This design comes from an exercise in tuning for small area, a short achievable clock period and few clock cycles per item on the open sky130 flow, not from production work.
Where RTL was checked, it was by simulation tests only, not by an equivalence proof against the original.
Only the layout flow was run in runs 3 and 4; the RTL was not checked for function there.
No activity file was given, so power comes from the tool's default toggle rates.

==> flow/design.v, too long to show whole: its modules and the start of the top module <==
// module fc_stage0: 1464 lines
// module fc_stage1: 459 lines
// module fc_stage2: 72 lines
// module fc_engine: 38 lines
// module layer_datapath: 34 lines
// module layer_sequencer: 88 lines
// module layer_top: 50 lines
module layer_top (
  input  logic  clk,
  input  logic  reset,
  input  logic  s_valid,
  output logic  s_ready,
  input  layer_pkg::data_t data_in,
  output logic  m_valid,
  input  logic  m_ready,
  output layer_pkg::data_t data_out
);
  // ...
==> flow/flow/run.sh <==
#!/bin/bash
# The standard layout with two changes:
# - Yosys's synth runs without its quick ABC pass (-noabc), so the adder tree reaches
#   extract_fa as written and maps to full and half adder cells without inverters
#   between them. The rest of synthesis (including the final ABC mapping) is standard.
# - The port buffers are buf_2 cells instead of the delay cells buffer_ports picks.
# Every other step is the standard one. Each tool's output is in flow_make.log and in
# ORFS's own logs under orfs/logs.
set -euo pipefail
cd "$(dirname "$0")/.."
sed '1s/yosys synth -nofsm -noshare /yosys synth -nofsm -noshare -noabc /' synth_recipe.tcl > noabc_synth.tcl
grep -q -- '-noabc' noabc_synth.tcl
sed "s#SYNTH_SCRIPT=[^ ]*#SYNTH_SCRIPT=$PWD/noabc_synth.tcl 'BUFFER_PORTS_ARGS=-buffer_cell sky130_fd_sc_hd__buf_2'#" standard.sh > noabc_standard.sh
grep -q 'noabc_synth.tcl' noabc_standard.sh
bash noabc_standard.sh > flow_make.log 2>&1
test -f out/final.def
==> flow/standard.sh <==
#!/bin/bash
# synth_recipe.tcl (not shown) runs the flow's synth.tcl, then flattens the netlist and writes it again
# the make line also repeats each setting of config.mk as NAME=value (left out here)
make -C /OpenROAD-flow-scripts/flow DESIGN_CONFIG=/design/flow/config.mk WORK_HOME=/design/flow/orfs CLKGATE_MAP_FILE= SYNTH_SCRIPT=/design/flow/synth_recipe.tcl "${@:-finish}"
==> flow/config.mk <==
export PLATFORM = sky130hd
export DESIGN_NAME = layer_top
export DESIGN_NICKNAME = layer_top
export VERILOG_FILES = /design/flow/design.v
export SDC_FILE = /design/flow/constraint.sdc
export NUM_CORES = 4
export LEC_CHECK = 0
export CAP_MARGIN = 20
export CORE_MARGIN = 2
export CORE_UTILIZATION = 40
export CTS_CLUSTER_DIAMETER = 120
export CTS_CLUSTER_SIZE = 20
export PLACE_DENSITY = 0.6
export SETUP_SLACK_MARGIN = 5
export SLEW_MARGIN = 20
==> flow/constraint.sdc <==
create_clock -name core_clock -period 8.0 [get_ports {clk}]
set_input_delay 1.6000 -clock core_clock [delete_from_list [all_inputs] [get_ports {clk}]]
set_output_delay 1.6000 -clock core_clock [all_outputs]
set_load 0.01 [all_outputs]
==> results by group, run 1 <==
Synth
  • Post-synth EDFFs: 300
  • Multiplexer area fraction after synthesis: 0.00603
  • Yosys cell types: 57
  • Post-synth top flop: dfxtp_1

Floorplanning
  • Core footprint: 83,400 um2
  • Die H: 294 um
  • Die area: 86,300 um2
  • Tapcells: 1,080

Power
  • Internal: 4.83 mW
  • Switching share of power: 0.243
  • Leakage Power: 12.9 nW
  • Comb pwr share: 0.106
  • Clk pwr: 2.01 mW

Place
  • Port buffer count: 36
  • # placed instances: 3,486
  • Final RePlAce weighted congestion: 0.970

Job
  • MaxCap Viol Count: 0

Routing
  • Pre-antenna DRT Iters: 6
  • Vias: 21,100
  • Drt initial violations: 2,863

Layout
  • Layout cells sized above 1: 0.0876
  • # diodes: 1
  • Largest register FFs: 158
  • Layout Cells excl Fill: 3,558
  • Comb_multi_in: 1,670

Critical path
  • Worst reg2reg path startpoint: i_datapath.i_engine.bc_q[47]$_DFF_P_
  • Crit. End Element: output port
  • Crit-path max FO: 4

Clocking
  • # clock sinks: 651

Outcome
  • Status: complete, no violations

Global routing
  • Largest net degree at the start of global routing: 83
Testbench counts, summed over its fixed seeds: cycles 3,160, vectors 192.
==> inputs of run 2 (changes only) <==
--- a/flow/config.mk
+++ b/flow/config.mk
@@ -10,4 +10,4 @@
 export CORE_UTILIZATION = 40
-export CTS_CLUSTER_DIAMETER = 120
-export CTS_CLUSTER_SIZE = 20
+export CTS_CLUSTER_DIAMETER = 80
+export CTS_CLUSTER_SIZE = 25
 export PLACE_DENSITY = 0.6
==> results by group, run 2 <==
STA
  • Clk_skew: 0.0502 ns (was 0.0429 ns)
  • Relative slew margins: 0.238 (was 0.277)
  • Final setup fails: 0 (unchanged)
  • Least-Margin Pin Slew: 1.11 ns (was 1.05 ns)
  • RSZ-0062 raised after global routing: yes (unchanged)
  • Tmin final: 2.99 ns (about the same)
  • Hold Vio Cnt, Final: 0 (unchanged)
  • Final period util: 0.374 (about the same)
  • Setup TNS: 0 ns (unchanged)
  • Slew Viols, Final: 0 (unchanged)
  • FMAX: 0.334 GHz (about the same)
  • Worst hold slack: 0.322 ns (was 0.337 ns)

Synth
  • Post-Syn Nets: 2,945 (unchanged)
  • Synth cell count leaders: 456 x xnor2_1, 375 x a22oi_1, 351 x dfxtp_1, 333 x fa_1, 300 x edfxtp_1 (unchanged)
  • FFs w/ async S/R, synth: 0 (unchanged)
  • Seq/Total Area, Yosys: 0.477 (unchanged)
  • Yosys warnings: 4 (unchanged)
  • Post-synth top area share: 0.268 (unchanged)
  • Post-synth EDFFs: 300 (unchanged)
  • Synthesized area: 33,600 um2 (unchanged)
  • Count leader, synth: xnor2_1 (unchanged)
  • Yosys top cell by area: edfxtp_1 (unchanged)
  • Yosys cell types: 57 (unchanged)
  • Gate Count Post-Synth: 2,560 (unchanged)
  • Post-synth top flop: dfxtp_1 (unchanged)
  • Top cells by area, synth: edfxtp_1 27%, dfxtp_1 21%, fa_1 20%, xnor2_1 12%, a22oi_1 8.4% (unchanged)
  • Mapped Avg Cell Area: 13.1 um2 (unchanged)
  • Flops & latches, synth: 651 (unchanged)

Clocking
  • CTS tree: built (unchanged)
  • Clk Latency, worst-skew pair: 0.62 ns (about the same)
  • H-tree depth: 2 (unchanged)
  • # clock sinks: 651 (unchanged)
  • Num CTS Buffers: 40 (was 38)
  • Worst-path clk slew: 0.09 ns (about the same)
  • Clock buffer depth: 3 (unchanged)
  • Root Buffer: clkbuf_16 (unchanged)

Routing
  • # DRC: 0 (unchanged)
  • Routed Antenna Nets: 0 (unchanged)
  • Vias per cell: 5.89 (was 5.94)
  • Routed WL: 111,000 um (about the same)
  • Drt initial violations: 2,777 (was 2,863)
  • Avg WL per Cell: 31.2 um (about the same)
  • Pre-antenna DRT Iters: 6 (unchanged)
  • Vias: 21,000 (was 21,100)

Place
  • Port buffer count: 36 (unchanged)
  • Final RePlAce weighted congestion: 0.970 (unchanged)
  • Post-DP HPWL: 84,900 um (unchanged)

Layout
  • Area grow syn2layout: 7.58% (was 6.78%)
  • # diodes: 0 (was 1)
  • Largest register FFs: 158 (unchanged)
  • Most common cell after layout, fill and taps aside: xnor2_1 (unchanged)
  • Highest-count cells in the layout ignoring fill and taps: 456 x xnor2_1, 375 x a22oi_1, 332 x fa_1 (unchanged)
  • Layout cells sized above 1: 0.0952 (was 0.0876)
  • Largest regs: i_datapath.i_engine.r1_q (158), i_datapath.x_cur (128), i_datapath.x_next (112) (unchanged)
  • Largest Register: i_datapath.i_engine.r1_q (unchanged)
  • Net count, final: 2,843 (was 2,840)
  • Fillers: 7,556 (was 7,561)

Global routing
  • Vias in the first global route: 21,800 (was 21,700)
  • First-pass GRT wire length: 158,000 um (about the same)
  • GRT overflow: 0 (unchanged)
  • GRT Total Usage: 0.258 (was 0.257)
  • Largest net degree at the start of global routing: 83 (unchanged)
  • Antenna violations before repair: 1 (was 3)

Min path
  • HP Class: flip-flop to flip-flop (unchanged)

Critical path
  • Slowest-stage cell, CP: dfxtp_1 (unchanged)
  • Crit path required time: 6.40 ns (about the same)
  • Crit-path max FO: 4 (unchanged)
  • Worst path bufs/invs: 1 (unchanged)
  • Worst Setup Path Type: flip-flop to output port (unchanged)
  • Crit path launch type: flip-flop (unchanged)
  • Worst-path cell chain: buf_2 (unchanged)
  • R2r setup slk: 5.03 ns (was 5.06 ns)
  • Delay-heaviest family, CP: flip-flops (unchanged)
  • CP max stage delay: 0.55 ns (was 0.56 ns)
  • Arrival time worst endpoint: 1.39 ns (about the same)
  • Crit. End Element: output port (unchanged)

Floorplanning
  • Floorplan row count: 106 (unchanged)
  • Horiz. Die Dim: 294 um (unchanged)
  • Ports: 38 (unchanged)
  • Core footprint: 83,400 um2 (unchanged)
  • Die H: 294 um (unchanged)
  • Die area: 86,300 um2 (unchanged)
  • Starting Density: 0.403 (unchanged)

Power
  • Peak supply drop: 0.000146 V (was 0.000136 V)
  • Leakage Power: 13.0 nW (was 12.9 nW)
  • Power Density: 185 nW/um2 (was 178 nW/um2)

Outcome
  • Status: complete, no violations (unchanged)

Job
  • MaxCap Viol Count: 0 (unchanged)
## run 2: changes by cell type in the layout (fill, tap and decap cells not counted), moves of 2 or more
cell | previous run | this run
inv_16 | 1 | 3
inv_12 | 0 | 4
clkbuf_16 | 38 | 40
clkinv_8 | 0 | 4
clkbuf_1 | 20 | 13
inv_8 | 0 | 2
dfxtp_1 | 301 | 299
inv_6 | 2 | 4
dfxtp_2 | 49 | 51
## run 2: per-layer routing
| metal | vias up | track usage | routed length, um |
|---|---|---|---|
| li1 | 8744 | - | - |
| met4 | 2 | 0.133 | 6610 |
| met3 | 288 | 0.0534 | 10300 |
| met2 | 1271 | 0.391 | 48700 |
| met5 | - | 0.00284 | 34 |
| met1 | 10700 | 0.349 | 45700 |
## run 2: power breakdown
group          leakage, nW  total [mW]  internal, mW  switching (mW)
clock network        0.655        2.29          1.04            1.25
logic                 6.64       0.685         0.292           0.392
registers             5.73        3.69          3.65          0.0485
## run 2: through the flow
| step | cell area, um2 | std cells | util | total power, mW | worst slack [ns] |
|---|---|---|---|---|---|
| after global routing | 36100 | 3569 | 0.433 | 6.92 | 4.95 |
| after CTS | 36000 | 3565 | 0.432 | 6.68 | 5.00 |
| final | 36100 | 3569 | 0.433 | 6.67 | 5.01 |
| after floorplan | 33600 | 2560 | - | 4.15 | 4.17 |
| after detailed placement | 34500 | 3486 | 0.414 | 4.34 | 4.20 |
| after global placement | 34500 | 3485 | 0.414 | 4.30 | 4.26 |
## run 2: final timing paths
kind | startpoint | endpoint | depth (start not counted)
setup / recovery | i_sequencer.s_ready$_SDFF_PP1_ | s_ready | 1
hold / removal | i_datapath.i_engine.bc_q[96]$_DFF_P_ | i_datapath.i_engine.r1_q[0]$_DFF_P_ | 0
setup reg to reg | i_datapath.i_engine.bc_q[83]$_DFF_P_ | i_datapath.i_engine.r1_q[127]$_DFF_P_ | 4
hold reg to reg | i_datapath.i_engine.bc_q[96]$_DFF_P_ | i_datapath.i_engine.r1_q[0]$_DFF_P_ | 0
## run 2: final cells by class
type,instances,area [um2],share of cell area
well taps,1080,1350,0.0374
multi-input cells,1670,16700,0.463
repair buffers,77,515,0.0143
clock inverters,20,314,0.00869
inverters,18,75.1,0.00208
clock buffers,53,1050,0.0290
flip-flops and latches,651,16100,0.446
## run 2: cell families after synthesis
group | after synthesis | synth area share
buffers and inverters | 240 | 0.0287
adder cells (fa/ha/maj) | 365 | 0.210
flip-flops | 651 | 0.477
AO/OA/AOI/OAI | 488 | 0.108
AND/OR/NAND/NOR | 319 | 0.0448
other | 1 | 0.000112
XOR/XNOR | 477 | 0.124
multiplexers | 19 | 0.00603
## run 2: timing repair
| item | CTS | global route |
|---|---|---|
| resized for setup | 37 | 37 |
| pin swaps | 2 | 5 |
| setup endpoints to repair | 274 | 115 |
| endpoints found under the hold margin | 0 | 0 |
| gates cloned | 2 | 1 |
| setup buffers | 4 | 3 |
| hold buffers | 0 | 0 |
==> module layer_sequencer, before the edit <==
module layer_sequencer #(
  parameter int DEPTH = 3,      
  parameter int NF    = 4       
) (
  input  logic       clk,
  input  logic       reset,
  input  logic       s_valid,
  output logic       s_ready,
  input  logic       m_ready,
  output logic       m_valid,
  output logic       in_xfer,    
  output logic       x_load,     
  output logic [15:0] out_j,     
  output logic       issue,      
  output logic       out_en,     
  output logic       out_fifo,   
  output logic [NF-1:0] fifo_wr,   
  output logic [NF-1:0] fifo_rd    
);
  localparam int CREDITS = NF + 1;    
  logic [6:0]         in_cnt;    
  logic               busy;      
  logic [DEPTH-1:0]   pv;        
  logic [CREDITS-1:0] pend;      
  logic [NF-1:0]      wr_ptr;    
  logic [NF-1:0]      fifo_cnt;  
  logic               y_valid;   
  logic               out_xfer;
  logic               push;
  logic               pop;
  logic               last;      
  logic [6:0]         in_cnt_n;
  logic               free_n;    
  logic               busy_n;
  logic [15:0]        out_j_n;
  logic [CREDITS-1:0] pend_n;
  logic               issue_n;
  assign y_valid  = pv[DEPTH-1];
  assign out_xfer = m_valid && m_ready;
  assign out_en   = !m_valid || m_ready;
  assign out_fifo = fifo_cnt[0];
  assign pop      = out_en && out_fifo;
  assign push     = y_valid && !(out_en && !out_fifo);    
  assign fifo_wr  = y_valid ? wr_ptr : '0;
  assign in_xfer  = s_valid && s_ready;
  assign last     = issue && out_j[15];
  assign x_load   = in_xfer && in_cnt[6];
  always_comb begin
    in_cnt_n = in_cnt;
    if (x_load)       in_cnt_n = '0;
    else if (in_xfer) in_cnt_n = {in_cnt[5:0], 1'b1};
    busy_n  = x_load || (busy && !last);
    out_j_n = issue ? {out_j[14:0], out_j[15]} : out_j;    
    pend_n  = pend;
    if (issue && !out_xfer)      pend_n = {pend[CREDITS-2:0], 1'b1};
    else if (!issue && out_xfer) pend_n = {1'b0, pend[CREDITS-1:1]};
    issue_n = busy_n && !pend_n[CREDITS-1];
    free_n  = !busy_n || (issue_n && out_j_n[15]);
  end
  always_ff @(posedge clk) begin
    if (reset) begin
      in_cnt   <= '0;
      s_ready  <= 1'b1;
      busy     <= 1'b0;
      out_j    <= 16'h0001;
      pv       <= '0;
      pend     <= '0;
      issue    <= 1'b0;
      wr_ptr   <= NF'(1);
      fifo_rd  <= NF'(1);
      fifo_cnt <= '0;
      m_valid  <= 1'b0;
    end else begin
      in_cnt  <= in_cnt_n;
      s_ready <= !in_cnt_n[6] || free_n;
      busy    <= busy_n;
      out_j   <= out_j_n;
      pend    <= pend_n;
      issue   <= issue_n;
      pv      <= {pv[DEPTH-2:0], issue};
      if (push) wr_ptr  <= {wr_ptr[NF-2:0], wr_ptr[NF-1]};
      if (pop)  fifo_rd <= {fifo_rd[NF-2:0], fifo_rd[NF-1]};
      if (push && !pop)      fifo_cnt <= {fifo_cnt[NF-2:0], 1'b1};
      else if (!push && pop) fifo_cnt <= {1'b0, fifo_cnt[NF-1:1]};
      if (out_en) m_valid <= out_fifo || y_valid;
    end
  end
endmodule
==> inputs of run 3 (changes only) <==
--- a/flow/design.v
+++ b/flow/design.v
@@ -2269,2 +2269,3 @@
   logic               free_n;    
+  logic               s_block;   
   logic               busy_n;
@@ -2280,3 +2281,3 @@
   assign fifo_wr  = y_valid ? wr_ptr : '0;
-  assign in_xfer  = s_valid && s_ready;
+  assign in_xfer  = s_valid && !s_block;
   assign last     = issue && out_j[15];
@@ -2299,2 +2300,3 @@
       s_ready  <= 1'b1;
+      s_block  <= 1'b0;
       busy     <= 1'b0;
@@ -2311,2 +2313,3 @@
       s_ready <= !in_cnt_n[6] || free_n;
+      s_block <= in_cnt_n[6] && !free_n;
       busy    <= busy_n;
--- a/flow/config.mk
+++ b/flow/config.mk
@@ -10,4 +10,4 @@
 export CORE_UTILIZATION = 40
-export CTS_CLUSTER_DIAMETER = 80
-export CTS_CLUSTER_SIZE = 25
+export CTS_CLUSTER_DIAMETER = 120
+export CTS_CLUSTER_SIZE = 20
 export PLACE_DENSITY = 0.6
==> results by group, run 3 <==
Critical path
  • WP depth: 9 (was 1)
  • R2R cell count: 9 (was 4)
  • Worst path bufs/invs: 1 (unchanged)
  • Arrival time worst endpoint: 3.45 ns (was 1.39 ns)
  • Worst Setup Path Type: flip-flop to flip-flop (was flip-flop to output port)
  • Crit-path max FO: 8 (was 4)
  • Worst-path cell chain: fa_1, ha_4, and3_4, a221o_1, a21oi_4, buf_4, a21o_4, a211o_4, nor4b_4 (was buf_2)
  • Slowest-stage cell, CP: fa_1 (was dfxtp_1)
  • Crit path required time: 8.39 ns (was 6.40 ns)
  • Crit. End Element: flip-flop (was output port)
  • Delay-heaviest family, CP: compound AO/OA/AOI/OAI gates (was flip-flops)
  • Crit path launch type: flip-flop (unchanged)
  • CP max stage delay: 0.52 ns (was 0.55 ns)

Global routing
  • Vias in the first global route: 21,500 (was 21,800)
  • GRT overflow: 0 (unchanged)
  • GRT Total Usage: 0.258 (about the same)
  • Antenna violations before repair: 6 (was 1)
  • First-pass GRT wire length: 158,000 um (about the same)
  • Largest net degree at the start of global routing: 122 (was 83)

Synth
  • Mapped Avg Cell Area: 13.1 um2 (about the same)
  • Gate Count Post-Synth: 2,568 (was 2,560)
  • FFs w/ async S/R, synth: 0 (unchanged)
  • Seq/Total Area, Yosys: 0.478 (was 0.477)
  • Top cells by area, synth: edfxtp_1 27%, dfxtp_1 21%, fa_1 20%, xnor2_1 12%, a22oi_1 8.4% (unchanged)
  • Post-synth top flop: dfxtp_1 (unchanged)
  • Synth cell count leaders: 456 x xnor2_1, 375 x a22oi_1, 352 x dfxtp_1, 333 x fa_1, 300 x edfxtp_1 (was 456 x xnor2_1, 375 x a22oi_1, 351 x dfxtp_1, 333 x fa_1, 300 x edfxtp_1)
  • Yosys cell types: 54 (was 57)
  • Count leader, synth: xnor2_1 (unchanged)
  • Flops & latches, synth: 652 (was 651)
  • Synthesized area: 33,600 um2 (about the same)
  • Yosys top cell by area: edfxtp_1 (unchanged)
  • Post-Syn Nets: 2,953 (was 2,945)
  • Post-synth top area share: 0.268 (about the same)
  • Post-synth EDFFs: 300 (unchanged)
  • Yosys warnings: 4 (unchanged)

STA
  • Relative slew margins: 0.301 (was 0.238)
  • Final period util: 0.382 (was 0.374)
  • Setup ws final: 4.95 ns (was 5.01 ns)
  • Clk_skew: 0.0361 ns (was 0.0502 ns)
  • Setup TNS: 0 ns (unchanged)
  • Hold Vio Cnt, Final: 0 (unchanged)
  • Least-Margin Pin Slew: 1.02 ns (was 1.11 ns)
  • Final setup fails: 0 (unchanged)
  • RSZ-0062 raised after global routing: yes (unchanged)
  • FMAX: 0.327 GHz (was 0.334 GHz)
  • Tmin final: 3.05 ns (was 2.99 ns)
  • Slew Viols, Final: 0 (unchanged)

Floorplanning
  • Ports: 38 (unchanged)
  • Die area: 86,300 um2 (about the same)
  • Horiz. Die Dim: 294 um (about the same)
  • Floorplan row count: 106 (unchanged)
  • Core footprint: 83,400 um2 (unchanged)
  • Starting Density: 0.403 (about the same)
  • Die H: 294 um (about the same)

Layout
  • Area grow syn2layout: 8.15% (was 7.58%)
  • Fin area: 36,300 um2 (was 36,100 um2)
  • Largest Register: i_datapath.i_engine.r1_q (unchanged)
  • Largest regs: i_datapath.i_engine.r1_q (158), i_datapath.x_cur (128), i_datapath.x_next (112) (unchanged)
  • Most common cell after layout, fill and taps aside: xnor2_1 (unchanged)
  • Fillers: 7,519 (was 7,556)
  • Net count, final: 2,872 (was 2,843)
  • # diodes: 0 (unchanged)
  • Highest-count cells in the layout ignoring fill and taps: 453 x xnor2_1, 375 x a22oi_1, 333 x fa_1 (was 456 x xnor2_1, 375 x a22oi_1, 332 x fa_1)
  • Area occupied by multi-input gates: 17,000 um2 (was 16,700 um2)
  • Layout cells sized above 1: 0.102 (was 0.0952)
  • Final core occ: 0.436 (was 0.433)
  • Register area: 16,100 um2 (about the same)
  • Largest register FFs: 158 (unchanged)

Place
  • Placed cell areas: 34,600 um2 (was 34,500 um2)
  • Port buffer count: 36 (unchanged)
  • Final RePlAce weighted congestion: 0.970 (about the same)
  • Setup slack at placement: 3.71 ns (was 4.20 ns)
  • Post-DP HPWL: 86,100 um (was 84,900 um)

Routing
  • Vias: 21,100 (was 21,000)
  • Avg WL per Cell: 31.1 um (was 31.2 um)
  • # DRC: 0 (unchanged)
  • Pre-antenna DRT Iters: 7 (was 6)
  • Routed WL: 112,000 um (was 111,000 um)
  • Vias per cell: 5.87 (was 5.89)
  • Drt initial violations: 2,570 (was 2,777)
  • Routed Antenna Nets: 0 (unchanged)

Outcome
  • Status: complete, no violations (unchanged)

Power
  • Leakage Power: 13.1 nW (was 13.0 nW)
  • Seq pwr share: 0.566 (was 0.554)
  • Switching share of power: 0.245 (was 0.253)
  • Comb pwr share: 0.116 (was 0.103)
  • Overall power: 6.55 mW (was 6.67 mW)
  • Clk pwr share: 0.318 (was 0.343)
  • Internal: 4.95 mW (was 4.98 mW)
  • Power Density: 180 nW/um2 (was 185 nW/um2)
  • Switching power total: 1.60 mW (was 1.69 mW)
  • Peak supply drop: 0.000141 V (was 0.000146 V)

Clocking
  • Root Buffer: clkbuf_16 (unchanged)
  • Num CTS Buffers: 39 (was 40)
  • Clk Latency, worst-skew pair: 0.61 ns (was 0.62 ns)
  • Worst-path clk slew: 0.08 ns (was 0.09 ns)
  • Clock buffer depth: 3 (unchanged)
  • H-tree depth: 2 (unchanged)
  • Post-cts hold buffer count: 0 (unchanged)
  • # clock sinks: 652 (was 651)
  • CTS tree: built (unchanged)

Min path
  • HP Class: flip-flop to flip-flop (unchanged)
  • Hold Path Cell Cnt: 0 (unchanged)

Job
  • MaxCap Viol Count: 0 (unchanged)
## run 3: cell types whose count changed after synthesis, moves of 7 or more
| cell | previous run | this run |
|---|---|---|
| inv_2 | 8 | 0 |
| nand4_1 | 28 | 21 |
| mux2_2 | 6 | 13 |
| nand2_1 | 98 | 106 |
| inv_1 | 9 | 18 |
| and2_1 | 16 | 7 |
| clkbuf_1 | 148 | 159 |
| nor2_1 | 81 | 99 |
| nand3_1 | 35 | 46 |
| buf_2 | 22 | 12 |
| a21o_1 | 14 | 7 |
## run 3: layout make-up
type                       count  area share
inverter                      19     0.00279
tap                         1080      0.0372
sequential                   652       0.444
clock inverter                 6     0.00241
clock buffer                  59      0.0295
multi-input combinational   1684       0.467
timing repair buffer          91      0.0171
## run 3: worst register-to-register path: stages, from the launching register on
cell	delay, ns
dfxtp_1	0.32
fa_1	0.52
ha_4	0.32
and3_4	0.19
a221o_1	0.34
a21oi_4	0.11
buf_4	0.15
a21o_4	0.23
a211o_4	0.40
nor4b_4	0.29
## run 3: path summary, 6_finish.rpt
| check | startpoint | to | slack [ns] |
|---|---|---|---|
| worst max-delay path | i_datapath.i_engine.r2_q[26]$_DFF_P_ | i_datapath.fifo[0][10]$_DFFE_PP_ | 4.95 |
| worst min-delay path | i_datapath.i_engine.bc_q[96]$_DFF_P_ | i_datapath.i_engine.r1_q[0]$_DFF_P_ | 0.33 |
| worst max register to register | i_datapath.i_engine.r2_q[26]$_DFF_P_ | i_datapath.fifo[0][10]$_DFFE_PP_ | 4.95 |
| worst min register to register | i_datapath.i_engine.bc_q[96]$_DFF_P_ | i_datapath.i_engine.r1_q[0]$_DFF_P_ | 0.33 |
## run 3: routing by layer
metal | up-vias | track usage | routed length [um]
li1 | 8808 | - | -
met2 | 1163 | 0.406 | 51000
met4 | 8 | 0.125 | 6100
met3 | 237 | 0.0508 | 9450
met1 | 10900 | 0.343 | 45200
met5 | - | 0 | 55
## run 3: power groups by stage
stage                     registers [mW]  logic (mW)  clock network [mW]
after global placement              3.79       0.495                   0
after floorplan                     3.77       0.363                   0
after global routing                3.72       0.813                2.26
after CTS                           3.71       0.646                2.14
final                               3.71       0.760                2.09
after detailed placement            3.79       0.516                   0
## run 3: kinds of logic (layout without fill, tap and decap cells)
kind of cell	after synthesis	in the layout	synth area share
multiplexers	28	28	0.00883
other	1	1	0.000112
buffers and inverters	236	175	0.0276
flip-flops	652	652	0.478
XOR/XNOR	479	479	0.125
AO/OA/AOI/OAI	472	474	0.105
adder cells (fa/ha/maj)	365	365	0.210
AND/OR/NAND/NOR	335	337	0.0456
## run 3: per-stage QoR
step,instances,hold slack (ns)
after floorplan,2568,0.310
after global placement,3500,0.319
after detailed placement,3500,0.318
after CTS,3573,0.338
after global routing,3591,0.352
final,3591,0.333
## run 3: repair_timing
item | 4_1_cts | 5_1_grt
cloned | 2 | 2
setup endpoints to repair | 153 | 147
pin swaps | 4 | 22
resized for setup | 48 | 65
buffers inserted | 6 | 16
==> inputs of run 4 (changes only) <==
--- a/flow/config.mk
+++ b/flow/config.mk
@@ -13,3 +13,3 @@
 export PLACE_DENSITY = 0.6
-export SETUP_SLACK_MARGIN = 5
+export SETUP_SLACK_MARGIN = 4.7
 export SLEW_MARGIN = 20
==> results by group, run 4 <==
Routing
  • # DRC: 0 (unchanged)
  • Pre-antenna DRT Iters: 6 (was 7)
  • Routed WL: 111,000 um (was 112,000 um)
  • Drt initial violations: 2,679 (was 2,570)
  • Vias per cell: 5.89 (was 5.87)
  • Avg WL per Cell: 31.0 um (was 31.1 um)
  • Vias: 21,000 (was 21,100)
  • Routed Antenna Nets: 0 (unchanged)

Synth
  • Post-synth EDFFs: 300 (unchanged)
  • Gate Count Post-Synth: 2,568 (unchanged)
  • Synthesized area: 33,600 um2 (unchanged)
  • Yosys warnings: 4 (unchanged)
  • Post-Syn Nets: 2,953 (unchanged)
  • Post-synth top flop: dfxtp_1 (unchanged)
  • Yosys cell types: 54 (unchanged)
  • Synth cell count leaders: 456 x xnor2_1, 375 x a22oi_1, 352 x dfxtp_1, 333 x fa_1, 300 x edfxtp_1 (unchanged)
  • Count leader, synth: xnor2_1 (unchanged)
  • Flops & latches, synth: 652 (unchanged)
  • Post-synth top area share: 0.268 (unchanged)
  • Top cells by area, synth: edfxtp_1 27%, dfxtp_1 21%, fa_1 20%, xnor2_1 12%, a22oi_1 8.4% (unchanged)
  • Seq/Total Area, Yosys: 0.478 (unchanged)
  • Yosys top cell by area: edfxtp_1 (unchanged)
  • FFs w/ async S/R, synth: 0 (unchanged)
  • Mapped Avg Cell Area: 13.1 um2 (unchanged)

Critical path
  • R2R cell count: 8 (was 9)
  • Arrival time worst endpoint: 3.62 ns (was 3.45 ns)
  • Worst Setup Path Type: flip-flop to flip-flop (unchanged)
  • Worst r2r dst: i_datapath.fifo[0][10]$_DFFE_PP_ (unchanged)
  • R2r setup slk: 4.77 ns (was 4.95 ns)
  • Crit-path max FO: 15 (was 8)
  • Crit. End Element: flip-flop (unchanged)
  • Worst reg2reg path startpoint: i_datapath.i_engine.r2_q[24]$_DFF_P_ (was i_datapath.i_engine.r2_q[26]$_DFF_P_)
  • Crit path required time: 8.39 ns (about the same)
  • Crit path launch type: flip-flop (unchanged)

Min path
  • Hold_sp: i_datapath.i_engine.bc_q[96]$_DFF_P_ (unchanged)
  • WHS Endpoint: i_datapath.i_engine.r1_q[0]$_DFF_P_ (unchanged)
  • HP Class: flip-flop to flip-flop (unchanged)
  • Hold Path Cell Cnt: 0 (unchanged)

Floorplanning
  • Horiz. Die Dim: 294 um (unchanged)
  • Starting Density: 0.403 (unchanged)
  • Die area: 86,300 um2 (unchanged)
  • Ports: 38 (unchanged)
  • Floorplan row count: 106 (unchanged)
  • Die H: 294 um (unchanged)
  • Core footprint: 83,400 um2 (unchanged)

STA
  • Final period util: 0.403 (was 0.382)
  • RSZ-0062 raised after global routing: no (was yes)
  • Setup TNS: 0 ns (unchanged)
  • Relative slew margins: 0.236 (was 0.301)
  • Tmin final: 3.23 ns (was 3.05 ns)
  • Hold Vio Cnt, Final: 0 (unchanged)
  • Slew Viols, Final: 0 (unchanged)
  • Clk_skew: 0.0321 ns (was 0.0361 ns)
  • FMAX: 0.310 GHz (was 0.327 GHz)
  • Least-Margin Pin Slew: 1.14 ns (was 1.02 ns)
  • Final setup fails: 0 (unchanged)

Place
  • Post-DP HPWL: 86,100 um (unchanged)
  • Port buffer count: 36 (unchanged)
  • Final RePlAce weighted congestion: 0.970 (unchanged)
  • # placed instances: 3,500 (unchanged)

Layout
  • Area grow syn2layout: 6.64% (was 8.15%)
  • Highest-count cells in the layout ignoring fill and taps: 456 x xnor2_1, 375 x a22oi_1, 351 x dfxtp_1 (was 453 x xnor2_1, 375 x a22oi_1, 333 x fa_1)
  • Largest regs: i_datapath.i_engine.r1_q (158), i_datapath.x_cur (128), i_datapath.x_next (112) (unchanged)
  • Fillers: 7,550 (was 7,519)
  • # diodes: 0 (unchanged)
  • Most common cell after layout, fill and taps aside: xnor2_1 (unchanged)
  • Layout Cells excl Fill: 3,567 (was 3,591)
  • Net count, final: 2,848 (was 2,872)
  • Layout cells sized above 1: 0.0595 (was 0.102)
  • Largest register FFs: 158 (unchanged)
  • Largest Register: i_datapath.i_engine.r1_q (unchanged)

Clocking
  • Worst-path clk slew: 0.08 ns (about the same)
  • Num CTS Buffers: 39 (unchanged)
  • Postcts setup bufs: 0 (was 6)
  • Root Buffer: clkbuf_16 (unchanged)
  • # clock sinks: 652 (unchanged)
  • Clock buffer depth: 3 (unchanged)
  • CTS tree: built (unchanged)
  • Post-cts hold buffer count: 0 (unchanged)
  • Clk Latency, worst-skew pair: 0.61 ns (about the same)
  • H-tree depth: 2 (unchanged)

Outcome
  • Status: complete, no violations (unchanged)

Global routing
  • Vias in the first global route: 21,400 (was 21,500)
  • Antenna violations before repair: 6 (unchanged)
  • Largest net degree at the start of global routing: 122 (unchanged)
  • GRT overflow: 0 (unchanged)
  • First-pass GRT wire length: 157,000 um (was 158,000 um)
  • GRT Total Usage: 0.257 (was 0.258)

Power
  • Power Density: 178 nW/um2 (was 180 nW/um2)
  • Peak supply drop: 0.000141 V (about the same)
  • Leakage Power: 12.9 nW (was 13.1 nW)

Job
  • MaxCap Viol Count: 0 (unchanged)
==> run 4: changes by cell type in the layout (fill, tap and decap cells not counted), sizes merged <==
cell | previous run | this run
a211o | 3 | 2
and2 | 9 | 8
buf | 91 | 69
clkinvlp | 1 | 0
inv | 19 | 20
==> run 4: per-stage QoR <==
| step | power [mW] | hold slack, ns | area (um2) | utilization | setup slack, ns |
|---|---|---|---|---|---|
| 4_1_cts | 6.41 | 0.338 | 35800 | 0.429 | 4.72 |
| 3_5_place_dp | 4.30 | 0.318 | 34600 | 0.414 | 3.71 |
| 3_3_place_gp | 4.28 | 0.319 | 34600 | 0.414 | 3.78 |
| 5_1_grt | 6.60 | 0.352 | 35800 | 0.429 | 4.73 |
| 2_1_floorplan | 4.13 | 0.310 | 33700 | - | 4.54 |
| 6_report | 6.36 | 0.333 | 35800 | 0.429 | 4.77 |
==> run 4: worst max path at each step <==
stage,from,end,slack (ns),cells past startpoint
after global routing,i_datapath.i_engine.r2_q[24]$_DFF_P_,i_datapath.fifo[0][10]$_DFFE_PP_,4.73,8
final,i_datapath.i_engine.r2_q[24]$_DFF_P_,i_datapath.fifo[0][10]$_DFFE_PP_,4.77,8
after global placement,s_valid,i_datapath.x_cur[97]$_DFFE_PP_,3.78,5
after floorplan,s_valid,i_datapath.x_cur[0]$_DFFE_PP_,4.54,4
after CTS,i_datapath.i_engine.r2_q[0]$_DFF_P_,i_datapath.data_out[10]$_DFFE_PP_,4.72,9
after detailed placement,s_valid,i_datapath.x_cur[97]$_DFFE_PP_,3.71,5
==> run 4: area by class of cell <==
| type | count | area, um2 | share of cell area |
|---|---|---|---|
| multi-input combinational | 1682 | 16700 | 0.467 |
| timing repair buffer | 69 | 432 | 0.0120 |
| tap | 1080 | 1350 | 0.0377 |
| clock inverter | 6 | 87.6 | 0.00244 |
| sequential | 652 | 16100 | 0.448 |
| clock buffer | 59 | 1070 | 0.0299 |
| inverter | 19 | 97.6 | 0.00272 |
==> run 4: logic make-up after synthesis <==
family,synth area share
compound gates,0.105
other cells,0.000112
flops,0.478
buf+inv,0.0276
simple gates,0.0456
fa+ha+maj,0.210
mux,0.00883
xor+xnor,0.125
==> run 4: power by group <==
group / switching [mW] / internal, mW / total, mW
Combinational: 0.363 / 0.211 / 0.574
Clock: 1.11 / 0.975 / 2.08
Sequential: 0.0564 / 3.65 / 3.71
Total: 1.53 / 4.83 / 6.36
==> run 4: worst max-delay path, stage by stage (launching register included) <==
cell	delay, ns
dfxtp_1	0.32
fa_1	0.49
ha_1	0.41
and3_4	0.22
a221o_1	0.42
a21oi_4	0.26
a2111oi_4	0.13
a211o_4	0.42
nor4b_4	0.36
==> run 4: what timing repair did <==
action                     4_1_cts  5_1_grt
hold endpoints to repair         0        0
pin swaps                        2        0
setup endpoints to repair      119       22
gates resized for setup          9        8
gates cloned                     2        0
==> run 4: per-layer routing <==
| layer | up-vias | global-route usage | routed length (um) |
|---|---|---|---|
| li1 | 8752 | - | - |
| met1 | 10800 | 0.342 | 45200 |
| met2 | 1178 | 0.407 | 50400 |
| met4 | 8 | 0.120 | 5990 |
| met3 | 268 | 0.0492 | 8980 |
| met5 | - | 0 | 58 |
==> inputs of run 5 (changes only) <==
--- a/flow/design.v
+++ b/flow/design.v
@@ -2269,3 +2269,2 @@
   logic               free_n;    
-  logic               s_block;   
   logic               busy_n;
@@ -2281,3 +2280,3 @@
   assign fifo_wr  = y_valid ? wr_ptr : '0;
-  assign in_xfer  = s_valid && !s_block;
+  assign in_xfer  = s_valid && s_ready;
   assign last     = issue && out_j[15];
@@ -2300,3 +2299,2 @@
       s_ready  <= 1'b1;
-      s_block  <= 1'b0;
       busy     <= 1'b0;
@@ -2313,3 +2311,2 @@
       s_ready <= !in_cnt_n[6] || free_n;
-      s_block <= in_cnt_n[6] && !free_n;
       busy    <= busy_n;
--- a/flow/flow/run.sh
+++ b/flow/flow/run.sh
@@ -6,2 +6,4 @@
 # - The port buffers are buf_2 cells instead of the delay cells buffer_ports picks.
+# - Timing repair aims for a setup slack of 5.3 ns (a period of 8 - 5.3 ns); the clock and
+#   its constraints are unchanged.
 # Every other step is the standard one. Each tool's output is in flow_make.log and in
@@ -12,3 +14,3 @@
 grep -q -- '-noabc' noabc_synth.tcl
-sed "s#SYNTH_SCRIPT=[^ ]*#SYNTH_SCRIPT=$PWD/noabc_synth.tcl 'BUFFER_PORTS_ARGS=-buffer_cell sky130_fd_sc_hd__buf_2'#" standard.sh > noabc_standard.sh
+sed "s#SYNTH_SCRIPT=[^ ]*#SYNTH_SCRIPT=$PWD/noabc_synth.tcl 'BUFFER_PORTS_ARGS=-buffer_cell sky130_fd_sc_hd__buf_2' SETUP_SLACK_MARGIN=5.3#" standard.sh > noabc_standard.sh
 grep -q 'noabc_synth.tcl' noabc_standard.sh
--- a/flow/config.mk
+++ b/flow/config.mk
@@ -13,3 +13,2 @@
 export PLACE_DENSITY = 0.6
-export SETUP_SLACK_MARGIN = 4.7
 export SLEW_MARGIN = 20
==> results by group, run 5 <==
Outcome
  • Status: complete, no violations (unchanged)

Layout
  • Most common cell after layout, fill and taps aside: xnor2_1 (unchanged)
  • Layout Cells excl Fill: 3,677 (was 3,567)
  • Area grow syn2layout: 13.2% (was 6.64%)
  • Final core occ: 0.456 (was 0.429)
  • Highest-count cells in the layout ignoring fill and taps: 440 x xnor2_1, 334 x a22oi_1, 300 x edfxtp_1 (was 456 x xnor2_1, 375 x a22oi_1, 351 x dfxtp_1)
  • Layout cells sized above 1: 0.199 (was 0.0595)
  • Largest register FFs: 158 (unchanged)
  • Largest regs: i_datapath.i_engine.r1_q (158), i_datapath.x_cur (128), i_datapath.x_next (112) (unchanged)
  • Fin area: 38,000 um2 (was 35,800 um2)
  • Net count, final: 2,948 (was 2,848)
  • Largest Register: i_datapath.i_engine.r1_q (unchanged)

Floorplanning
  • Starting Density: 0.403 (about the same)
  • Die H: 294 um (about the same)
  • Ports: 38 (unchanged)
  • Horiz. Die Dim: 294 um (about the same)
  • Core footprint: 83,400 um2 (unchanged)
  • Floorplan row count: 106 (unchanged)
  • Die area: 86,300 um2 (about the same)

Critical path
  • Crit path launch type: flip-flop (unchanged)
  • R2R cell count: 10 (was 8)
  • Worst reg2reg path startpoint: i_datapath.i_engine.r2_q[33]$_DFF_P_ (was i_datapath.i_engine.r2_q[24]$_DFF_P_)
  • Arrival time worst endpoint: 3.22 ns (was 3.62 ns)
  • Crit. End Element: flip-flop (unchanged)
  • Crit path required time: 8.34 ns (was 8.39 ns)
  • Crit-path max FO: 6 (was 15)
  • Crit path from: i_datapath.i_engine.r2_q[33]$_DFF_P_ (was i_datapath.i_engine.r2_q[24]$_DFF_P_)
  • Worst Setup Path Type: flip-flop to flip-flop (unchanged)

Routing
  • # DRC: 0 (unchanged)
  • Routed WL: 113,000 um (was 111,000 um)
  • Drt initial violations: 2,374 (was 2,679)
  • Routed Antenna Nets: 0 (unchanged)
  • Vias per cell: 5.82 (was 5.89)
  • Avg WL per Cell: 30.8 um (was 31.0 um)
  • Pre-antenna DRT Iters: 6 (unchanged)
  • Vias: 21,400 (was 21,000)

Synth
  • Gate Count Post-Synth: 2,560 (was 2,568)
  • FFs w/ async S/R, synth: 0 (unchanged)
  • Synthesized area: 33,600 um2 (about the same)
  • Yosys cell types: 57 (was 54)
  • Post-Syn Nets: 2,945 (was 2,953)
  • Post-synth top area share: 0.268 (about the same)
  • Seq/Total Area, Yosys: 0.477 (was 0.478)
  • Top cells by area, synth: edfxtp_1 27%, dfxtp_1 21%, fa_1 20%, xnor2_1 12%, a22oi_1 8.4% (unchanged)
  • Flops & latches, synth: 651 (was 652)
  • Yosys warnings: 4 (unchanged)
  • Count leader, synth: xnor2_1 (unchanged)
  • Post-synth EDFFs: 300 (unchanged)
  • Synth cell count leaders: 456 x xnor2_1, 375 x a22oi_1, 351 x dfxtp_1, 333 x fa_1, 300 x edfxtp_1 (was 456 x xnor2_1, 375 x a22oi_1, 352 x dfxtp_1, 333 x fa_1, 300 x edfxtp_1)
  • Yosys top cell by area: edfxtp_1 (unchanged)
  • Mapped Avg Cell Area: 13.1 um2 (about the same)
  • Post-synth top flop: dfxtp_1 (unchanged)

STA
  • RSZ-0062 raised after global routing: yes (was no)
  • Setup TNS: 0 ns (unchanged)
  • Final setup fails: 0 (unchanged)
  • Least-Margin Pin Slew: 1.02 ns (was 1.14 ns)
  • Slew Viols, Final: 0 (unchanged)
  • Clk_skew: 0.0301 ns (was 0.0321 ns)
  • Hold Vio Cnt, Final: 0 (unchanged)
  • Setup ws final: 5.12 ns (was 4.77 ns)
  • Worst hold slack: 0.338 ns (was 0.333 ns)
  • FMAX: 0.347 GHz (was 0.310 GHz)
  • Tmin final: 2.88 ns (was 3.23 ns)
  • Relative slew margins: 0.305 (was 0.236)
  • Final period util: 0.360 (was 0.403)

Min path
  • Hold Path Cell Cnt: 0 (unchanged)
  • Hold_sp: i_datapath.i_engine.bc_q[96]$_DFF_P_ (unchanged)
  • HP Class: flip-flop to flip-flop (unchanged)

Clocking
  • Clock buffer depth: 3 (unchanged)
  • H-tree depth: 2 (unchanged)
  • Worst-path clk slew: 0.09 ns (was 0.08 ns)
  • Post-cts hold buffer count: 0 (unchanged)
  • Root Buffer: clkbuf_16 (unchanged)
  • CTS tree: built (unchanged)
  • Num CTS Buffers: 39 (unchanged)
  • # clock sinks: 651 (was 652)
  • Clk Latency, worst-skew pair: 0.61 ns (about the same)

Power
  • Leakage Power: 13.7 nW (was 12.9 nW)
  • Power Density: 182 nW/um2 (was 178 nW/um2)
  • Peak supply drop: 0.000255 V (was 0.000141 V)
  • Overall power: 6.92 mW (was 6.36 mW)

Global routing
  • First-pass GRT wire length: 161,000 um (was 157,000 um)
  • Largest net degree at the start of global routing: 71 (was 122)
  • GRT Total Usage: 0.262 (was 0.257)
  • Vias in the first global route: 22,500 (was 21,400)
  • Antenna violations before repair: 4 (was 6)
  • GRT overflow: 0 (unchanged)

Place
  • Post-DP HPWL: 84,900 um (was 86,100 um)
  • Final RePlAce weighted congestion: 0.930 (was 0.970)
  • Setup slack at placement: 3.87 ns (was 3.71 ns)
  • Placed cell areas: 34,500 um2 (was 34,600 um2)
  • Port buffer count: 36 (unchanged)
  • # placed instances: 3,483 (was 3,500)

Job
  • MaxCap Viol Count: 0 (unchanged)
[run 5: cell count changes in the layout (fill, tap and decap cells not counted), moves of 41 or more]
cell and change:
dfxtp_1 -80, fa_1 -52, dfxtp_2 +48, a22oi_2 +41, buf_4 +88, a22oi_1 -41, fa_2 +52
[run 5: worst paths after layout]
path                                         endpoint  slack [ns]
hold / removal    i_datapath.i_engine.r1_q[0]$_DFF_P_        0.34
hold reg to reg   i_datapath.i_engine.r1_q[0]$_DFF_P_        0.34
setup reg to reg     i_datapath.data_out[1]$_DFFE_PP_        5.12
setup / recovery     i_datapath.data_out[1]$_DFFE_PP_        5.12
[run 5: final cells by class]
class	count	area (um2)
Inverter	18	71.3
Timing Repair inverter	1	7.51
Fill cell	7351	45400
Antenna cell	6	15.0
Timing Repair Buffer	181	1510
Clock buffer	64	1090
Tap cell	1080	1350
Clock inverter	5	83.8
Sequential cell	651	16200
Multi-Input combinational cell	1671	17700
[run 5: timing repair]
item                       4_1_cts  5_1_grt
setup endpoints to repair      320      203
buffers inserted                73       39
resized for setup              250       97
cloned                           6        1
pin swaps                       85       70
[run 5: kinds of logic after synthesis]
logic type,count (synthesis),share of synthesized area
fa+ha+maj,365,0.210
simple gates,319,0.0448
xor+xnor,477,0.124
flops,651,0.477
other cells,1,0.000112
compound gates,488,0.108
buf+inv,240,0.0287
mux,19,0.00603
[run 5: where the power goes]
part	switching (mW)	total [mW]	internal (mW)
Clock	1.13	2.12	0.985
Combinational	0.560	1.10	0.537
Sequential	0.0670	3.70	3.64
Total	1.76	6.92	5.16
[run 5: critical path, stage by stage, from the launching register on]
cell and delay [ns]:
dfxtp_1 0.32, fa_1 0.49, ha_2 0.46, and3_1 0.32, o21a_1 0.16, o22ai_2 0.10, a211oi_4 0.23, buf_6 0.20
buf_12 0.13, buf_8 0.12, o22ai_1 0.06
[run 5: per-layer routing]
layer | vias to the layer above | routed length [um] | global-route usage
met5 | - | 0 | 0
met4 | 0 | 7680 | 0.154
met3 | 300 | 8390 | 0.0424
met2 | 1118 | 52900 | 0.421
met1 | 11000 | 44500 | 0.335
li1 | 8962 | - | -
Testbench counts of run 5, summed over its fixed seeds: cycles 3,160, vectors 192.
==> inputs of run 6 (changes only) <==
--- a/flow/flow/run.sh
+++ b/flow/flow/run.sh
@@ -6,3 +6,3 @@
 # - The port buffers are buf_2 cells instead of the delay cells buffer_ports picks.
-# - Timing repair aims for a setup slack of 5.3 ns (a period of 8 - 5.3 ns); the clock and
+# - Timing repair aims for a setup slack of 5.6 ns (a period of 8 - 5.6 ns); the clock and
 #   its constraints are unchanged.
@@ -14,3 +14,3 @@
 grep -q -- '-noabc' noabc_synth.tcl
-sed "s#SYNTH_SCRIPT=[^ ]*#SYNTH_SCRIPT=$PWD/noabc_synth.tcl 'BUFFER_PORTS_ARGS=-buffer_cell sky130_fd_sc_hd__buf_2' SETUP_SLACK_MARGIN=5.3#" standard.sh > noabc_standard.sh
+sed "s#SYNTH_SCRIPT=[^ ]*#SYNTH_SCRIPT=$PWD/noabc_synth.tcl 'BUFFER_PORTS_ARGS=-buffer_cell sky130_fd_sc_hd__buf_2' SETUP_SLACK_MARGIN=5.6#" standard.sh > noabc_standard.sh
 grep -q 'noabc_synth.tcl' noabc_standard.sh
==> results by group, run 6 <==
Outcome
  • Status: complete, no violations (unchanged)

Synth
  • Post-synth top flop: dfxtp_1 (unchanged)
  • Top cells by area, synth: edfxtp_1 27%, dfxtp_1 21%, fa_1 20%, xnor2_1 12%, a22oi_1 8.4% (unchanged)
  • Count leader, synth: xnor2_1 (unchanged)
  • Post-synth EDFFs: 300 (unchanged)
  • Mapped Avg Cell Area: 13.1 um2 (unchanged)
  • Synthesized area: 33,600 um2 (unchanged)
  • Gate Count Post-Synth: 2,560 (unchanged)
  • Synth cell count leaders: 456 x xnor2_1, 375 x a22oi_1, 351 x dfxtp_1, 333 x fa_1, 300 x edfxtp_1 (unchanged)
  • Post-synth top area share: 0.268 (unchanged)
  • FFs w/ async S/R, synth: 0 (unchanged)
  • Yosys cell types: 57 (unchanged)
  • Flops & latches, synth: 651 (unchanged)
  • Seq/Total Area, Yosys: 0.477 (unchanged)
  • Yosys top cell by area: edfxtp_1 (unchanged)
  • Post-Syn Nets: 2,945 (unchanged)
  • Yosys warnings: 4 (unchanged)

Critical path
  • Worst r2r dst: i_datapath.data_out[4]$_DFFE_PP_ (was i_datapath.data_out[1]$_DFFE_PP_)
  • Crit-path max FO: 7 (was 6)
  • Crit. End Element: flip-flop (unchanged)
  • Crit path launch type: flip-flop (unchanged)
  • Worst Setup EP: i_datapath.data_out[4]$_DFFE_PP_ (was i_datapath.data_out[1]$_DFFE_PP_)
  • R2R cell count: 10 (unchanged)
  • Crit path from: i_datapath.i_engine.r2_q[3]$_DFF_P_ (was i_datapath.i_engine.r2_q[33]$_DFF_P_)
  • Worst reg2reg path startpoint: i_datapath.i_engine.r2_q[3]$_DFF_P_ (was i_datapath.i_engine.r2_q[33]$_DFF_P_)
  • Crit path required time: 8.34 ns (about the same)
  • R2r setup slk: 5.07 ns (was 5.12 ns)
  • Arrival time worst endpoint: 3.27 ns (was 3.22 ns)
  • Worst Setup Path Type: flip-flop to flip-flop (unchanged)

STA
  • Relative slew margins: 0.269 (was 0.305)
  • Final setup fails: 0 (unchanged)
  • Setup TNS: 0 ns (unchanged)
  • RSZ-0062 raised after global routing: yes (unchanged)
  • Tmin final: 2.93 ns (was 2.88 ns)
  • Hold Vio Cnt, Final: 0 (unchanged)
  • Clk_skew: 0.0436 ns (was 0.0301 ns)
  • Final period util: 0.366 (was 0.360)
  • Slew Viols, Final: 0 (unchanged)
  • FMAX: 0.341 GHz (was 0.347 GHz)
  • Least-Margin Pin Slew: 1.09 ns (was 1.02 ns)

Layout
  • Net count, final: 3,016 (was 2,948)
  • Most common cell after layout, fill and taps aside: xnor2_1 (unchanged)
  • Largest regs: i_datapath.i_engine.r1_q (158), i_datapath.x_cur (128), i_datapath.x_next (112) (unchanged)
  • Largest register FFs: 158 (unchanged)
  • Layout cells sized above 1: 0.326 (was 0.199)
  • Final core occ: 0.480 (was 0.456)
  • Highest-count cells in the layout ignoring fill and taps: 388 x xnor2_1, 300 x edfxtp_1, 264 x dfxtp_1 (was 440 x xnor2_1, 334 x a22oi_1, 300 x edfxtp_1)
  • Area grow syn2layout: 19.1% (was 13.2%)
  • Largest Register: i_datapath.i_engine.r1_q (unchanged)

Floorplanning
  • Starting Density: 0.403 (unchanged)
  • Floorplan row count: 106 (unchanged)
  • Horiz. Die Dim: 294 um (unchanged)
  • Core footprint: 83,400 um2 (unchanged)
  • Die H: 294 um (unchanged)
  • Ports: 38 (unchanged)
  • Die area: 86,300 um2 (unchanged)

Clocking
  • # clock sinks: 651 (unchanged)
  • Worst-path clk slew: 0.08 ns (was 0.09 ns)
  • Num CTS Buffers: 38 (was 39)
  • CTS tree: built (unchanged)
  • Clock buffer depth: 3 (unchanged)
  • H-tree depth: 2 (unchanged)
  • Clk Latency, worst-skew pair: 0.62 ns (was 0.61 ns)
  • Root Buffer: clkbuf_16 (unchanged)

Global routing
  • Antenna violations before repair: 2 (was 4)
  • First-pass GRT wire length: 159,000 um (was 161,000 um)
  • GRT Total Usage: 0.256 (was 0.262)
  • Vias in the first global route: 22,700 (was 22,500)
  • GRT overflow: 0 (unchanged)
  • Largest net degree at the start of global routing: 57 (was 71)

Power
  • Internal: 4.99 mW (was 5.16 mW)
  • Peak supply drop: 0.000209 V (was 0.000255 V)
  • Clk pwr share: 0.312 (was 0.306)
  • Seq pwr share: 0.551 (was 0.535)
  • Comb pwr share: 0.137 (was 0.159)
  • Power Density: 167 nW/um2 (was 182 nW/um2)
  • Switching power total: 1.70 mW (was 1.76 mW)
  • Leakage Power: 14.3 nW (was 13.7 nW)
  • Switching share of power: 0.254 (about the same)

Routing
  • Vias: 21,600 (was 21,400)
  • Routed Antenna Nets: 0 (unchanged)
  • Vias per cell: 5.76 (was 5.82)
  • Avg WL per Cell: 29.7 um (was 30.8 um)
  • Drt initial violations: 2,212 (was 2,374)
  • Routed WL: 111,000 um (was 113,000 um)
  • # DRC: 0 (unchanged)
  • Pre-antenna DRT Iters: 6 (unchanged)

Place
  • Post-DP HPWL: 81,900 um (was 84,900 um)
  • Final RePlAce weighted congestion: 0.916 (was 0.930)
  • Port buffer count: 36 (unchanged)

Job
  • MaxCap Viol Count: 0 (unchanged)

Min path
  • HP Class: flip-flop to flip-flop (unchanged)
[run 6: cell count changes in the layout (fill, tap and decap cells not counted), sizes merged, moves of 2 or more]
cell	change
clkbuf	+3
buf	+66
diode	-5
bufbuf	+2
[run 6: repair_timing]
item / CTS / global route
setup buffers: 154 / 31
hold buffers: 0 / 0
pin swaps: 190 / 121
resized for setup: 497 / 139
hold endpoints to repair: 0 / 0
setup endpoints to repair: 398 / 225
cloned: 5 / 3
[run 6: worst max-delay path, cell delays in order, from the launching register on]
cell and delay [ns]:
dfxtp_2 0.33, fa_1 0.51, ha_1 0.30, a21o_1 0.15
nand4_1 0.21, a211oi_4 0.40, nor4_4 0.07, a211oi_4 0.27
buf_12 0.18, clkbuf_16 0.17, o22ai_1 0.07
[run 6: per-layer routing]
| metal | wire [um] | share of wire | GRT usage |
|---|---|---|---|
| met3 | 7430 | 0.067 | 0.0378 |
| met2 | 53100 | 0.48 | 0.424 |
| met5 | 0 | 0 | 0 |
| met4 | 7780 | 0.070 | 0.147 |
| met1 | 42800 | 0.39 | 0.319 |
[run 6: worst min path at each step]
| stage | from | to | depth (start not counted) |
|---|---|---|---|
| after floorplan | i_datapath.i_engine.bc_q[96]$_DFF_P_ | i_datapath.i_engine.r1_q[0]$_DFF_P_ | 0 |
| after global placement | i_datapath.i_engine.bc_q[96]$_DFF_P_ | i_datapath.i_engine.r1_q[0]$_DFF_P_ | 0 |
| after detailed placement | i_datapath.i_engine.bc_q[96]$_DFF_P_ | i_datapath.i_engine.r1_q[0]$_DFF_P_ | 0 |
| after CTS | i_datapath.i_engine.bc_q[96]$_DFF_P_ | i_datapath.i_engine.r1_q[0]$_DFF_P_ | 0 |
| after global routing | i_datapath.i_engine.bc_q[97]$_DFF_P_ | i_datapath.i_engine.r1_q[9]$_DFF_P_ | 0 |
| final | i_datapath.i_engine.bc_q[96]$_DFF_P_ | i_datapath.i_engine.r1_q[0]$_DFF_P_ | 0 |
[run 6: layout make-up]
type                       instances  area [um2]
tap                             1080        1350
multi-input combinational       1671       18900
inverter                          18        76.3
fill                            7182       43400
timing repair buffer             251        2310
clock buffer                      65        1090
clock inverter                     3        33.8
sequential                       651       16300
antenna                            1        2.50
[run 6: stage by stage]
step                      area (um2)  total power, mW  worst slack (ns)  std cells  hold slack (ns)
after detailed placement       34800             4.44              3.76       3478            0.312
after global routing           40000             6.92              5.06       3739            0.340
after floorplan                34200             4.26              4.17       2560            0.310
after CTS                      39000             6.61              5.10       3705            0.331
after global placement         34800             4.41              3.86       3478            0.315
final                          40000             6.68              5.07       3740            0.331
[run 6: power groups by stage]
stage,clock network (mW),registers (mW),logic (mW)
after floorplan,0,3.77,0.493
after global placement,0,3.78,0.632
after detailed placement,0,3.78,0.653
after CTS,2.14,3.69,0.787
after global routing,2.25,3.69,0.971
final,2.09,3.68,0.913
[run 6: cell families (layout without fill, tap and decap cells)]
group,count (synthesis),after routing,synth area share
DFF,651,651,0.477
muxes,19,19,0.00603
and+or+nand+nor,319,321,0.0448
buffers and inverters,240,337,0.0287
xor gates and xnor gates,477,477,0.124
AOI/OAI and AO/OA,488,488,0.108
other,1,2,0.000112
adders and majority gates,365,365,0.210

static timing again, ports no longer ideal:
Ports are ideal in the flow. The routed layouts listed here were re-timed in OpenROAD. Step 1 assumes that a clkbuf_16 drives the clock port and a buf_2 every other input. Step 2, shift: input delay + t, output delay - t, t = (earliest + latest rising clock arrival at the registers) / 2. This alone moves slack from input paths to output paths. Three values: ideal, step 1, step 2; two values: the first two.
run | t (ns) | setup slack, ns | slew at the worst register clock pin (ns) | worst data-port slew with drivers (ns) | cell pins on the clock port's net
run 1 | 0.666 | 5.009 / 4.940 / 4.501 | 0.09 / 0.09 | 0.05 | 1
run 2 | 0.664 | 5.009 / 4.939 / 4.500 | 0.10 / 0.10 | 0.05 | 1
run 3 | 0.662 | 4.945 / 4.945 / 4.627 | 0.10 / 0.10 | 0.04 | 1
run 4 | 0.661 | 4.773 / 4.773 / 4.358 | 0.09 / 0.09 | 0.04 | 1
run 5 | 0.659 | 5.120 / 5.058 / 4.709 | 0.10 / 0.10 | 0.03 | 1
run 6 | 0.668 | 5.070 / 5.070 / 4.998 | 0.10 / 0.10 | 0.04 | 1
After both steps setup and hold are still met in every run listed. The setup slack of run 2, which loses most, moves by -0.070 ns with the drivers and by -0.509 ns with both steps.
